This is an optimization exercise on Yosys and OpenROAD, whose aim is small area, a short achievable clock period and few clock cycles, not a production implementation. Where RTL was checked, it was by simulation tests only, not by an equivalence proof against the original.

==> run a: inputs <==
// ipdc_top
module ipdc_top (
	input  logic             i_clk,
	input  logic             i_rst_n,
	input  logic             i_op_valid,
	input  logic [2:0]       i_op_mode,
	input  logic             i_in_valid,
	input  ipdc_pkg::pixel_t i_in_data,
	output logic             o_in_ready,
	output logic             o_out_valid,
	output ipdc_pkg::pixel_t o_out_data
);
make LEC_CHECK=0 CAP_MARGIN=20 CORE_MARGIN=2 CORE_UTILIZATION=60 CTS_BUF_LIST=sky130_fd_sc_hd__clkbuf_16 CTS_CLUSTER_DIAMETER=55 CTS_CLUSTER_SIZE=32 PLACE_DENSITY=0.7 SETUP_SLACK_MARGIN=3.2 SLEW_MARGIN=20 finish   # period 5.5 ns
run.sh (not shown) runs the stock make flow with config.mk's settings and CLKGATE_MAP_FILE= SYNTH_SCRIPT=/design/flow/synth_recipe.tcl, a recipe that flattens the netlist after the stock synthesis.
==> inputs of run b, as changes to run a <==
--- a/flow/design.v
+++ b/flow/design.v
@@ -137,15 +137,16 @@
 	logic        pop;
 	logic        w0;
 	logic        at32;
 	logic        xv_n;
 	logic        yv_n;
 	logic        ld_act_n;
 	logic [5:0]  gb;
-	logic [5:0]  tb;
+	logic [5:0]  gb_q;       
+	logic        xchg_q;     
 	logic        safe_b;
 	logic        xdisp;
 	logic        pix_rdy;
 	logic        safe0;
 	logic [15:0] oh_u;
 	logic [15:0] oh_ph;
 	logic [15:0] sel0;
@@ -201,33 +202,34 @@
 	assign selc = (sq == 2'd0) ? {sel[0], sel[15:1]} : sel;
 	assign fail[0] = ~sq[1] & selc[0];
 	assign fail[1] = (sc <= 2'd2) & (selc[1] | (~sq[1] & selc[2]));
 	assign fail[2] = (sc <= 2'd1) & (selc[2] | selc[3] | (~sq[1] & selc[4]));
 	assign fail[3] = (sc == 2'd0) & (selc[3] | selc[4] | selc[5] | (~sq[1] & selc[6]));
 	assign safe0   = ~seq_act | (fail == 4'd0);
 	assign gb     = {nr, nc} - q - 6'd2;
-	assign tb     = seq_act ? 6'd19 - 6'(n) : 6'd4;
-	assign safe_b = ~xdisp | ((gb >= tb) & (gb <= 6'd36));
+	assign safe_b = ~xdisp | (~xchg_q & (gb_q != 6'd0) & (gb_q <= 6'd37)
+		& (seq_act ? ((7'(gb_q) + 7'(n) >= 7'd20) & (n >= 4'd3)) : (gb_q >= 6'd5)));
 	always_comb begin
 		if (pcnt == 6'd0) begin
 			pix_rdy = safe0 & safe_b;
 		end else begin
-			pix_rdy = ~seq_act & ~xdisp & (sd[4:0] == 5'd30);
+			pix_rdy = (sd == 6'd62) | (~seq_act & ~xdisp & (sd == 6'd30));
 		end
 	end
 	assign rdy_hold = pop | ~yv;                        
 	assign rdy_enq  = ~(pop ? yv : (yv | xv));           
 	assign rdy_load = ld_act ? (pix_acc | pix_rdy)
 		: (op_acc ? ((i_op_mode == 3'd0) ? 1'b0 : (i_op_mode == 3'd5) ? rdy_hold : rdy_enq)
 			: rdy_hold);
 	always_ff @(posedge i_clk or negedge i_rst_n) begin
 		if (!i_rst_n) begin
 			nrdy      <= 1'b0;
 			ld_act    <= 1'b0;
 			q         <= '0;
+			xchg_q    <= 1'b1;
 			img_valid <= 1'b0;
 			pcnt      <= '0;
 			ph        <= '0;
 			u         <= '0;
 			pvlast    <= 1'b0;
 			xv        <= 1'b0;
 			yv        <= 1'b0;
@@ -238,14 +240,15 @@
 			ymode     <= 1'b0;
 			org_r     <= '0;
 			org_c     <= '0;
 		end else begin
 			nrdy      <= ~rdy_load;
 			ld_act    <= ld_act_n;
 			q         <= pvlast ? ph + 6'd1 : q + 6'd1;
+			xchg_q    <= pop;
 			img_valid <= img_valid | pvlast;
 			pcnt      <= pcnt + 6'(pix_acc);
 			ph        <= w0 ? 6'd0 : ph + 6'd1;
 			if (pvlast) begin
 				u <= ph + 6'd1 - {org_r, org_c};
 			end else if (start) begin
 				u <= {tap0, 2'b01};
@@ -278,14 +281,15 @@
 	always_ff @(posedge i_clk) begin
 		if (w0) begin
 			sd <= 6'd63;
 		end else if (!pix_acc) begin
 			sd <= sd + 6'd1;
 		end
 		xm <= xm_n;
+		gb_q <= gb;
 		if (pop | ~xv) begin
 			xr <= xm_n == 3'd1;
 			xd <= xm_n == 3'd2;
 			xf <= xm_n == 3'd3;
 			xz <= xm_n == 3'd4;
 			xc <= xm_n[2] & xm_n[1];
 		end
==> inputs of run c, as changes to run a <==
--- a/flow/design.v
+++ b/flow/design.v
@@ -90,34 +90,35 @@
 	output logic             o_rd_valid,    
 	output logic             o_rd_ycc,      
 	output logic [15:0]      o_sel          
 );
 	logic        rdy;
 	logic        nrdy;       
 	logic        ld_act;
-	logic [5:0]  q;          
+	logic        ld_go;
 	logic        img_valid;
 	logic [5:0]  pcnt;
 	logic [5:0]  ph;
 	logic [5:0]  u;          
 	logic [5:0]  sd;         
-	logic [15:0] selc;       
 	logic        pvlast;
 	logic        xv;
 	logic        yv;
 	logic [2:0]  xm;
 	logic [2:0]  ym;
 	logic        xr;         
 	logic        xd;         
 	logic        xf;         
 	logic        xz;         
+	logic        xl;         
 	logic        xc;         
 	logic [2:0]  xm_n;
 	logic        seq_act;
 	logic [3:0]  n;
+	logic [3:0]  tap;
 	logic [15:0] sel;        
 	logic        s1_v;
 	logic        s1_pix;
 	logic        s1_ycc;
 	logic        ymode;
 	logic [2:0]  org_r;
 	logic [2:0]  org_c;
@@ -127,107 +128,106 @@
 	logic        pix_acc;
 	logic        enq;
 	logic        p_last;
 	logic [2:0]  nr;
 	logic [2:0]  nc;
 	logic        h_disp;
 	logic        h_mode;
+	logic        h_load;
 	logic        aligned;
 	logic [3:0]  tap0;
 	logic        start;
 	logic        pop;
 	logic        w0;
 	logic        at32;
 	logic        xv_n;
 	logic        yv_n;
 	logic        ld_act_n;
-	logic [5:0]  gb;
-	logic [5:0]  tb;
-	logic        safe_b;
-	logic        xdisp;
+	logic        ld_go_n;
 	logic        pix_rdy;
 	logic        safe0;
 	logic [15:0] oh_u;
 	logic [15:0] oh_ph;
 	logic [15:0] sel0;
 	logic        rdy_hold;
 	logic        rdy_enq;
 	logic        rdy_load;
 	assign rdy     = ~nrdy;
 	assign op_acc  = i_op_valid & rdy & ~ld_act;
 	assign pix_acc = i_in_valid & rdy & ld_act;
-	assign enq     = op_acc & (i_op_mode != 3'd5) & (i_op_mode != 3'd0);
+	assign enq     = op_acc & (i_op_mode != 3'd5);    
 	assign p_last  = pcnt == 6'd63;
 	assign w0      = pix_acc & (pcnt == 6'd0);         
 	assign at32    = (pcnt != 6'd0) & (sd == 6'd31);
 	window_origin u_window_origin (
 		.i_op  (xm),
 		.i_row (org_r),
 		.i_col (org_c),
 		.o_row (nr),
 		.o_col (nc)
 	);
 	assign h_disp = xr | xd | xf | xz;
 	assign h_mode = xc;
-	assign xdisp  = xv & (xr | xd | xf | xz);
+	assign h_load = xl;
 	assign aligned = (xr & (c_sat ? (u[1:0] == 2'd0) : (u[1:0] == 2'd1)))
 		| (xd & (u[1:0] == 2'd0))
-		| (xf & (q[1:0] == 2'd0))
-		| (xz & (q[1:0] == 2'd2));
+		| (xf & (ph[1:0] == 2'd0))
+		| (xz & (ph[1:0] == 2'd2));
 	always_comb begin
 		tap0 = u[5:2];
 		if (xd & ~r_sat) tap0 = u[5:2] - 4'd2;
-		if (xf)          tap0 = q[5:2];
-		if (xz)          tap0 = {q[5:4] - 2'd1, q[3:2]};
+		if (xf)          tap0 = ph[5:2];
+		if (xz)          tap0 = {ph[5:4] - 2'd1, ph[3:2]};
 	end
 	for (genvar k = 0; k < 16; k++) begin : g_sel0
 		assign oh_u[k]  = u[5:2] == 4'(k);
-		assign oh_ph[k] = q[5:2] == 4'(k);
+		assign oh_ph[k] = ph[5:2] == 4'(k);
 		assign sel0[k]  = ((xr | (xd & r_sat)) & oh_u[k])
 			| ((xd & ~r_sat) & oh_u[(k + 2) % 16])
 			| (xf & oh_ph[k])
 			| (xz & oh_ph[(k + 4) % 16]);
 	end
 	assign start = xv & ~seq_act & aligned;
-	assign pop   = start | (xv & ~seq_act & h_mode);
+	assign pop   = start | (xv & h_load) | (xv & ~seq_act & h_mode);
 	assign xm_n = pop ? (yv ? ym : i_op_mode) : (xv ? xm : i_op_mode);
 	assign xv_n = pop ? (yv | enq) : (xv | enq);
 	assign yv_n = pop ? (yv & enq) : (yv | (xv & enq));
 	assign ld_act_n = ld_act ? ~(pix_acc & p_last) : (op_acc & (i_op_mode == 3'd0));
+	assign ld_go_n  = ld_act_n & (ld_go | (pop & h_load));
+	logic [5:0] pc;         
 	logic [1:0] sc;
 	logic [1:0] sq;
 	logic [3:0] fail;
-	assign sc   = n[3:2];
-	assign sq   = n[1:0];
-	assign selc = (sq == 2'd0) ? {sel[0], sel[15:1]} : sel;
-	assign fail[0] = ~sq[1] & selc[0];
-	assign fail[1] = (sc <= 2'd2) & (selc[1] | (~sq[1] & selc[2]));
-	assign fail[2] = (sc <= 2'd1) & (selc[2] | selc[3] | (~sq[1] & selc[4]));
-	assign fail[3] = (sc == 2'd0) & (selc[3] | selc[4] | selc[5] | (~sq[1] & selc[6]));
+	assign sc = n[3:2];
+	assign sq = n[1:0];
+	assign pc = (sq == 2'd0) ? {4'(tap - 4'd1), 2'b01} : {tap, 2'b01};
+	assign fail[0] = pc < 6'(2'd3 - sq);
+	assign fail[1] = (sc <= 2'd2) & (pc >= 6'd4)  & (pc < 6'd11 - 6'(sq));
+	assign fail[2] = (sc <= 2'd1) & (pc >= 6'd8)  & (pc < 6'd19 - 6'(sq));
+	assign fail[3] = (sc == 2'd0) & (pc >= 6'd12) & (pc < 6'd27 - 6'(sq));
 	assign safe0   = ~seq_act | (fail == 4'd0);
-	assign gb     = {nr, nc} - q - 6'd2;
-	assign tb     = seq_act ? 6'd19 - 6'(n) : 6'd4;
-	assign safe_b = ~xdisp | ((gb >= tb) & (gb <= 6'd36));
 	always_comb begin
-		if (pcnt == 6'd0) begin
-			pix_rdy = safe0 & safe_b;
+		if (!(ld_go | (pop & h_load))) begin
+			pix_rdy = 1'b0;
+		end else if (pcnt == 6'd0) begin
+			pix_rdy = safe0;
 		end else begin
-			pix_rdy = ~seq_act & ~xdisp & (sd[4:0] == 5'd30);
+			pix_rdy = ~seq_act & (sd[4:0] == 5'd30);
 		end
 	end
 	assign rdy_hold = pop | ~yv;                        
 	assign rdy_enq  = ~(pop ? yv : (yv | xv));           
 	assign rdy_load = ld_act ? (pix_acc | pix_rdy)
 		: (op_acc ? ((i_op_mode == 3'd0) ? 1'b0 : (i_op_mode == 3'd5) ? rdy_hold : rdy_enq)
 			: rdy_hold);
 	always_ff @(posedge i_clk or negedge i_rst_n) begin
 		if (!i_rst_n) begin
 			nrdy      <= 1'b0;
 			ld_act    <= 1'b0;
-			q         <= '0;
+			ld_go     <= 1'b0;
 			img_valid <= 1'b0;
 			pcnt      <= '0;
 			ph        <= '0;
 			u         <= '0;
 			pvlast    <= 1'b0;
 			xv        <= 1'b0;
 			yv        <= 1'b0;
@@ -237,20 +237,20 @@
 			s1_v      <= 1'b0;
 			ymode     <= 1'b0;
 			org_r     <= '0;
 			org_c     <= '0;
 		end else begin
 			nrdy      <= ~rdy_load;
 			ld_act    <= ld_act_n;
-			q         <= pvlast ? ph + 6'd1 : q + 6'd1;
+			ld_go     <= ld_go_n;
 			img_valid <= img_valid | pvlast;
 			pcnt      <= pcnt + 6'(pix_acc);
 			ph        <= w0 ? 6'd0 : ph + 6'd1;
-			if (pvlast) begin
-				u <= ph + 6'd1 - {org_r, org_c};
+			if (w0) begin
+				u <= 6'd0 - {org_r, org_c};
 			end else if (start) begin
 				u <= {tap0, 2'b01};
 			end else begin
 				u <= u + 6'd1;
 			end
 			pvlast    <= pix_acc & p_last;
 			xv        <= xv_n;
@@ -283,25 +283,28 @@
 		end
 		xm <= xm_n;
 		if (pop | ~xv) begin
 			xr <= xm_n == 3'd1;
 			xd <= xm_n == 3'd2;
 			xf <= xm_n == 3'd3;
 			xz <= xm_n == 3'd4;
+			xl <= xm_n == 3'd0;
 			xc <= xm_n[2] & xm_n[1];
 		end
 		ym <= (yv & ~pop) ? ym : i_op_mode;
 		if (start) begin
 			n      <= 4'd1;
+			tap    <= tap0;
 			sel    <= img_valid ? sel0 : 16'd0;
 			s1_pix <= 1'b1;
 			s1_ycc <= ymode;
 		end else if (seq_act) begin
 			n      <= n + 4'd1;
 			if (n[1:0] == 2'd0) begin
+				tap <= tap - 4'd1;
 				sel <= {sel[0], sel[15:1]};
 			end
 		end else begin
 			s1_pix <= 1'b0;
 			sel    <= '0;
 		end
 	end
Settings changed: CTS_CLUSTER_DIAMETER 55 to 50, CTS_CLUSTER_SIZE 32 to 30, SETUP_SLACK_MARGIN 3.2 to 3.4.
==> flow_metrics.env <==
export IMPL_status="no timing/DRC/antenna violations"
export IMPL_vias=20350
export IMPL_power_density_mw_per_mm2=472.7
export IMPL_finalInstanceArea_mm2=0.04841
export IMPL_final_seq_area_mm2=0.03478
export IMPL_synth_common_cells="dfxtp_1, inv_1, a22o_1"
export IMPL_fin_skew_ps=29.55
export IMPL_timing_rr_start="u_op_ctrl.org_c[0]"
export IMPL_synth_nets=3006
export IMPL_fillers=4777
export IMPL_grt_pass1_vias=20680
export IMPL_grt_util_met2=0.3424
export IMPL_synthTopCellsByArea="dfxtp_1, ha_1, dfrtp_1"
export IMPL_grt_max_degree=65
export IMPL_r2r_cells=16
export IMPL_synth_top_area_frac=0.7690
export IMPL_combPwrFrac=0.034
export IMPL_multiInputGateArea_mm2=0.007780
export IMPL_layout_nets=3129
export IMPL_finalWorstSetupSlack_ps=2204
That was run a.
==> flow_metrics.env <==
export IMPL_slew_viol_final=0
export IMPL_power_density_mw_per_mm2=512.5
export IMPL_timing_rr_start="u_op_ctrl.org_c[1]"
export IMPL_synthMuxAreaShare=0.01999
export IMPL_fin_skew_ps=35.73
export IMPL_grt_pass1_vias=20880
export IMPL_final_seq_area_mm2=0.03493
export IMPL_vias=20650
export IMPL_r2r_cells=15
export IMPL_grt_max_degree=62
export IMPL_status="no timing/DRC/antenna violations"
export IMPL_grt_util_met2=0.3490
export IMPL_finalWorstSetupSlack_ps=2892
export IMPL_layout_nets=3136
export IMPL_synth_common_cells="dfxtp_1, inv_1, a22o_1"
export IMPL_finalInstanceArea_mm2=0.04854
export IMPL_synth_top_area_frac=0.7679
export IMPL_min_period_over_period=0.4742
That was run b.
==> flow_metrics.env <==
export IMPL_finalInstanceArea_mm2=0.04863
export IMPL_power_density_mw_per_mm2=563.4
export IMPL_status="no timing/DRC/antenna violations"
export IMPL_grt_max_degree=66
export IMPL_vias=20160
export IMPL_fin_skew_ps=29.92
export IMPL_synthTopCellsByArea="dfxtp_1, dfrtp_1, ha_1"
export IMPL_layout_nets=3048
export IMPL_grt_pass1_vias=20490
export IMPL_finalWorstSetupSlack_ps=3199
export IMPL_final_seq_area_mm2=0.03487
export IMPL_grt_util_met2=0.3481
That was run c.
Testbench counts of run b, summed over its fixed seeds: cycles 6,640.
Testbench counts of run c, summed over its fixed seeds: cycles 6,749.
No functional check of the RTL was part of run a.

-- what the ideal ports hide --
Ports are ideal in the flow. The routed layouts listed here were re-timed in OpenROAD. Step 1 (the two cells are an assumption about what drives the block):
set clk [get_ports {i_clk}]
set_driving_cell -lib_cell sky130_fd_sc_hd__clkbuf_16 $clk
set_driving_cell -lib_cell sky130_fd_sc_hd__buf_2 [delete_from_list [all_inputs] $clk]
Step 2 times the ports against the registers' clock, not the clock port: input delays grow and output delays shrink by t, the midpoint of the rising clock arrivals with the driver on. a / b / c = no drivers / after step 1 / after step 2; a / b = the first two.
| run | t (ns) | slack for setup (ns) | worst slew at a driven data input, ns |
|---|---|---|---|
| run a | 0.714 | 2.204 / 2.204 / 2.204 | 0.04 |
| run b | 0.732 | 2.892 / 2.892 / 2.542 | 0.08 |
| run c | 0.718 | 3.199 / 3.134 / 2.765 | 0.04 |
After both steps setup and hold are still met in every run listed. For run c, which loses most, drivers alone change the setup slack by -0.065 ns; drivers and shift together by -0.434 ns.
